Background: an optimization exercise with open tools, aiming at small area and a short achievable clock period. Do not read the settings as production practice. Only simulation tests tie the RTL to the original design; equivalence was not proved.

## run D
==> module param_register_bank, before the edit <==
module param_register_bank #(
    parameter int unsigned DATA_WIDTH = 32,
    parameter int unsigned NUM_REGS   = 16,
    parameter int unsigned SEL_WIDTH  = 5,
    parameter int unsigned OUT_REG    = 1,
    parameter int unsigned SATURATE   = 0
) (
    input  logic                  clk_i,
    input  logic                  rst_i,
    input  logic [DATA_WIDTH-1:0] data_i,
    input  logic [NUM_REGS-1:0]   reg_sel_i,
    input  logic [2:0]            fun_sel_i,
    input  logic [SEL_WIDTH-1:0]  out_a_sel_i,
    input  logic [SEL_WIDTH-1:0]  out_b_sel_i,
    output logic [DATA_WIDTH-1:0] out_a_o,
    output logic [DATA_WIDTH-1:0] out_b_o,
    output logic [NUM_REGS-1:0]   valid_mask_o,
    output logic                  wrap_pulse_o
);
    localparam int W = DATA_WIDTH;
    localparam int N = NUM_REGS;
    logic [W-1:0]   regs_q [N];    
    logic [N*W-1:0] regs_flat;     
    logic [N-1:0]   mask_q;        
    logic [N-1:0]   valid;         
    logic [N-1:0]   en;            
    logic [N-1:0]   wrap_hit;
    logic           wrap_q;
    logic op_dec, op_incdec, op_shift;
    assign op_incdec = (fun_sel_i[2:1] == 2'b00);
    assign op_dec    = ~fun_sel_i[0];
    assign op_shift  = (fun_sel_i == 3'b110);
    logic [W-1:0] zval;
    always_comb begin
        unique case (fun_sel_i)
            3'b000: zval = '1;
            3'b001: zval = W'(1);
            3'b010: zval = data_i;
            3'b011: zval = '0;
            3'b100: zval = W'(data_i[7:0]);
            3'b101: zval = W'(data_i[15:0]);
            3'b110: zval = W'(data_i[7:0]);
            3'b111: zval = W'($signed(data_i[15:0]));
        endcase
    end
    for (genvar k = 0; k < N; k++) begin : g_reg
        logic         sel_z, sel_s, sel_f, sel_b, wrap0;
        logic [W:0]   u;
        logic [W-1:0] d;
        assign valid[k] = mask_q[N-1-k];
        assign en[k]    = reg_sel_i[N-1-k];
        assign regs_flat[k*W+:W] = regs_q[k];
        param_register_bank_ctl u_ctl (
            .valid_i(valid[k]), .en_i(en[k]), .incdec_i(op_incdec), .dec_i(op_dec),
            .shift_i(op_shift), .r0_i(regs_q[k][0]), .sel_z_o(sel_z), .sel_s_o(sel_s),
            .sel_f_o(sel_f), .sel_b_o(sel_b), .wrap0_o(wrap0)
        );
        param_register_bank_carry #(.W(W)) u_carry (.r_i(regs_q[k]), .u_o(u));
        param_register_bank_bits #(.W(W)) u_bits (
            .r_i(regs_q[k]), .u_i(u[W-1:0]), .sel_z_i(sel_z), .sel_s_i(sel_s),
            .sel_f_i(sel_f), .sel_b_i(sel_b), .zval_i(zval), .d_o(d)
        );
        assign wrap_hit[k] = (sel_f & u[W]) | wrap0;
        always_ff @(posedge clk_i) regs_q[k] <= d;
    end
    localparam int Q = W / 4;
    logic [N-1:0] hit_a, hit_b, rd_a_d, rd_b_d;
    param_register_bank_hit #(.N(N), .S(SEL_WIDTH)) u_hit_a (.sel_i(out_a_sel_i), .hit_o(hit_a));
    param_register_bank_hit #(.N(N), .S(SEL_WIDTH)) u_hit_b (.sel_i(out_b_sel_i), .hit_o(hit_b));
    assign rd_a_d = hit_a & (valid | en);
    assign rd_b_d = hit_b & (valid | en);
    for (genvar q = 0; q < 4; q++) begin : g_quarter
        logic [N*Q-1:0] d;    
        logic [N-1:0]   rd_a, rd_b;
        for (genvar k = 0; k < N; k++) begin : g_d
            assign d[k*Q+:Q] = regs_q[k][q*Q+:Q];
        end
        param_register_bank_selreg #(.N(N)) u_sel_a (.clk_i, .rst_i, .d_i(rd_a_d), .q_o(rd_a));
        param_register_bank_selreg #(.N(N)) u_sel_b (.clk_i, .rst_i, .d_i(rd_b_d), .q_o(rd_b));
        param_register_bank_mux #(.W(Q)) u_mux_a (.d_i(d), .hit_i(rd_a), .q_o(out_a_o[q*Q+:Q]));
        param_register_bank_mux #(.W(Q)) u_mux_b (.d_i(d), .hit_i(rd_b), .q_o(out_b_o[q*Q+:Q]));
    end
    always_ff @(posedge clk_i or posedge rst_i) begin
        if (rst_i) begin
            mask_q <= '0;
            wrap_q <= 1'b0;
        end else begin
            mask_q <= mask_q | reg_sel_i;
            wrap_q <= |wrap_hit;
        end
    end
    assign valid_mask_o = mask_q;
    assign wrap_pulse_o = wrap_q;
endmodule
export LEC_CHECK = 0
export CAP_MARGIN = 20
export CORE_MARGIN = 2
export CORE_UTILIZATION = 55
export PLACE_DENSITY = 0.7
export SETUP_SLACK_MARGIN = 3.0
export SLEW_MARGIN = 20
export SYNTH_HIERARCHICAL = 1
export TNS_END_PERCENT = 5
create_clock -name core_clock -period 6.0 [get_ports {clk_i}]
standard.sh (not shown) runs the stock make flow with config.mk's settings and CLKGATE_MAP_FILE= SYNTH_SCRIPT=/design/flow/synth_recipe.tcl, a recipe that flattens the netlist after the stock synthesis.
==> flow/flow/run.sh <==
#!/bin/bash
# Layout flow: the standard ORFS flow (standard.sh) in two calls with extra don't-use cells.
# - Synthesis also avoids the logic cells above drive strength 1 (dont_use_synth.txt), so
#   that the netlist starts small and the repair steps upsize only what timing needs.
# - Port buffers are buf_4 rather than the smallest buffer.
# - Every step avoids the slow wide OR/NOR and delay cells; dont_use.txt lists the
#   platform's own don't-use cells followed by the added ones.
# make's full output goes to flow_synth.log and flow_make.log; each ORFS step keeps its own
# log under orfs/logs/.
set -euo pipefail
here="$(cd "$(dirname "${BASH_SOURCE[0]}")" && pwd)"
dont_use="$(tr '\n' ' ' < "$here/dont_use.txt")"
dont_use_synth="$dont_use $(tr '\n' ' ' < "$here/dont_use_synth.txt")"
bash standard.sh "DONT_USE_CELLS=$dont_use_synth" synth > flow_synth.log 2>&1
bash standard.sh "DONT_USE_CELLS=$dont_use" "BUFFER_PORTS_ARGS=-buffer_cell sky130_fd_sc_hd__buf_4" finish > flow_make.log 2>&1
Other scripts of this flow, unchanged in this note and not shown: flow/flow/dont_use.txt, flow/flow/dont_use_synth.txt
Having completed the whole flow, run D delivered a layout that passed the timing, design-rule and antenna checks.
The inputs of run B differ from those of run D as listed below.
==> flow/design.v, changed modules only <==
module param_register_bank #(
    parameter int unsigned DATA_WIDTH = 32,
    parameter int unsigned NUM_REGS   = 16,
    parameter int unsigned SEL_WIDTH  = 5,
    parameter int unsigned OUT_REG    = 1,
    parameter int unsigned SATURATE   = 0
) (
    input  logic                  clk_i,
    input  logic                  rst_i,
    input  logic [DATA_WIDTH-1:0] data_i,
    input  logic [NUM_REGS-1:0]   reg_sel_i,
    input  logic [2:0]            fun_sel_i,
    input  logic [SEL_WIDTH-1:0]  out_a_sel_i,
    input  logic [SEL_WIDTH-1:0]  out_b_sel_i,
    output logic [DATA_WIDTH-1:0] out_a_o,
    output logic [DATA_WIDTH-1:0] out_b_o,
    output logic [NUM_REGS-1:0]   valid_mask_o,
    output logic                  wrap_pulse_o
);
    localparam int W = DATA_WIDTH;
    localparam int N = NUM_REGS;
    logic [W-1:0]   regs_q [N];    
    logic [N*W-1:0] regs_flat;     
    logic [N-1:0]   mask_q;        
    logic [N-1:0]   valid;         
    logic [N-1:0]   en;            
    logic [N-1:0]   wrap_hit;
    logic           wrap_q;
    logic op_dec, op_incdec, op_shift;
    assign op_incdec = (fun_sel_i[2:1] == 2'b00);
    assign op_dec    = ~fun_sel_i[0];
    assign op_shift  = (fun_sel_i == 3'b110);
    logic [W-1:0] zval;
    always_comb begin
        unique case (fun_sel_i)
            3'b000: zval = '1;
            3'b001: zval = W'(1);
            3'b010: zval = data_i;
            3'b011: zval = '0;
            3'b100: zval = W'(data_i[7:0]);
            3'b101: zval = W'(data_i[15:0]);
            3'b110: zval = W'(data_i[7:0]);
            3'b111: zval = W'($signed(data_i[15:0]));
        endcase
    end
    for (genvar k = 0; k < N; k++) begin : g_reg
        logic         sel_z, sel_s, sel_f, sel_b, wrap0;
        logic [W:0]   u;
        logic [W-1:0] d;
        assign valid[k] = mask_q[N-1-k];
        assign en[k]    = reg_sel_i[N-1-k];
        assign regs_flat[k*W+:W] = regs_q[k];
        param_register_bank_ctl u_ctl (
            .valid_i(valid[k]), .en_i(en[k]), .incdec_i(op_incdec), .dec_i(op_dec),
            .shift_i(op_shift), .r0_i(regs_q[k][0]), .sel_z_o(sel_z), .sel_s_o(sel_s),
            .sel_f_o(sel_f), .sel_b_o(sel_b), .wrap0_o(wrap0)
        );
        param_register_bank_carry #(.W(W)) u_carry (.r_i(regs_q[k]), .u_o(u));
        param_register_bank_bits #(.W(W)) u_bits (
            .r_i(regs_q[k]), .u_i(u[W-1:0]), .sel_z_i(sel_z), .sel_s_i(sel_s),
            .sel_f_i(sel_f), .sel_b_i(sel_b), .zval_i(zval), .d_o(d)
        );
        assign wrap_hit[k] = (sel_f & u[W]) | wrap0;
        always_ff @(posedge clk_i) regs_q[k] <= d;
    end
    logic [N-1:0] hit_a, hit_b, rd_a_d, rd_b_d, rd_a_lo, rd_a_hi, rd_b_lo, rd_b_hi;
    logic [W-1:0] out_a_lo, out_a_hi, out_b_lo, out_b_hi;
    param_register_bank_hit #(.N(N), .S(SEL_WIDTH)) u_hit_a (.sel_i(out_a_sel_i), .hit_o(hit_a));
    param_register_bank_hit #(.N(N), .S(SEL_WIDTH)) u_hit_b (.sel_i(out_b_sel_i), .hit_o(hit_b));
    assign rd_a_d = hit_a & (valid | en);
    assign rd_b_d = hit_b & (valid | en);
    param_register_bank_selreg #(.N(N)) u_sel_a_lo (.clk_i, .rst_i, .d_i(rd_a_d), .q_o(rd_a_lo));
    param_register_bank_selreg #(.N(N)) u_sel_a_hi (.clk_i, .rst_i, .d_i(rd_a_d), .q_o(rd_a_hi));
    param_register_bank_selreg #(.N(N)) u_sel_b_lo (.clk_i, .rst_i, .d_i(rd_b_d), .q_o(rd_b_lo));
    param_register_bank_selreg #(.N(N)) u_sel_b_hi (.clk_i, .rst_i, .d_i(rd_b_d), .q_o(rd_b_hi));
    always_ff @(posedge clk_i or posedge rst_i) begin
        if (rst_i) begin
            mask_q <= '0;
            wrap_q <= 1'b0;
        end else begin
            mask_q <= mask_q | reg_sel_i;
            wrap_q <= |wrap_hit;
        end
    end
    param_register_bank_mux #(.W(W)) u_mux_a_lo (.d_i(regs_flat), .hit_i(rd_a_lo), .q_o(out_a_lo));
    param_register_bank_mux #(.W(W)) u_mux_a_hi (.d_i(regs_flat), .hit_i(rd_a_hi), .q_o(out_a_hi));
    param_register_bank_mux #(.W(W)) u_mux_b_lo (.d_i(regs_flat), .hit_i(rd_b_lo), .q_o(out_b_lo));
    param_register_bank_mux #(.W(W)) u_mux_b_hi (.d_i(regs_flat), .hit_i(rd_b_hi), .q_o(out_b_hi));
    assign out_a_o = {out_a_hi[W-1:W/2], out_a_lo[W/2-1:0]};
    assign out_b_o = {out_b_hi[W-1:W/2], out_b_lo[W/2-1:0]};
    assign valid_mask_o = mask_q;
    assign wrap_pulse_o = wrap_q;
endmodule
[summary]
Summary: maximum clock frequency, run B worse than run D
Higher post-route clock period utilization goes to run B over run D.
In the reports for run B and run D, the larger final period demand of the worst path belongs to run B.
On clock tree cell share of total cell area, run B and run D are basically level.
On total of plain and repair buffers excluding clock buffers, the lower figure sits with run D, not run B.
Taking run D as the reference, in run B critical path depth was more or less identical, final worst hold slack went down by 0.013 ns.
Run B vs run D: final sequential cell count down in run B

[re-timing with driven ports]
Ports are ideal in the flow. The routed layouts listed here were re-timed in OpenROAD.
Step 1 sets driving cells, clkbuf_16 on the clock port and buf_2 on the other inputs (assumed; they add their load-dependent delay and slew).
Step 2 adds t to the input delays and takes it off the output delays; t is the mean of the earliest and latest rising clock arrival at the registers after step 1. Input paths then give back, and output paths get back, about the clock's delay inside the block.
Three values: ideal, step 1, step 2; two values: the first two.
run | t (ns) | slack for setup (ns) | worst data-port slew with drivers (ns)
run D | 0.714 | 2.609 / 2.572 / 1.943 | 0.14
run B | 0.697 | 2.493 / 2.422 / 2.023 | 0.15
After both steps setup and hold are still met in every run listed. The setup slack of run D, which loses most, moves by -0.037 ns with the drivers and by -0.666 ns with both steps.
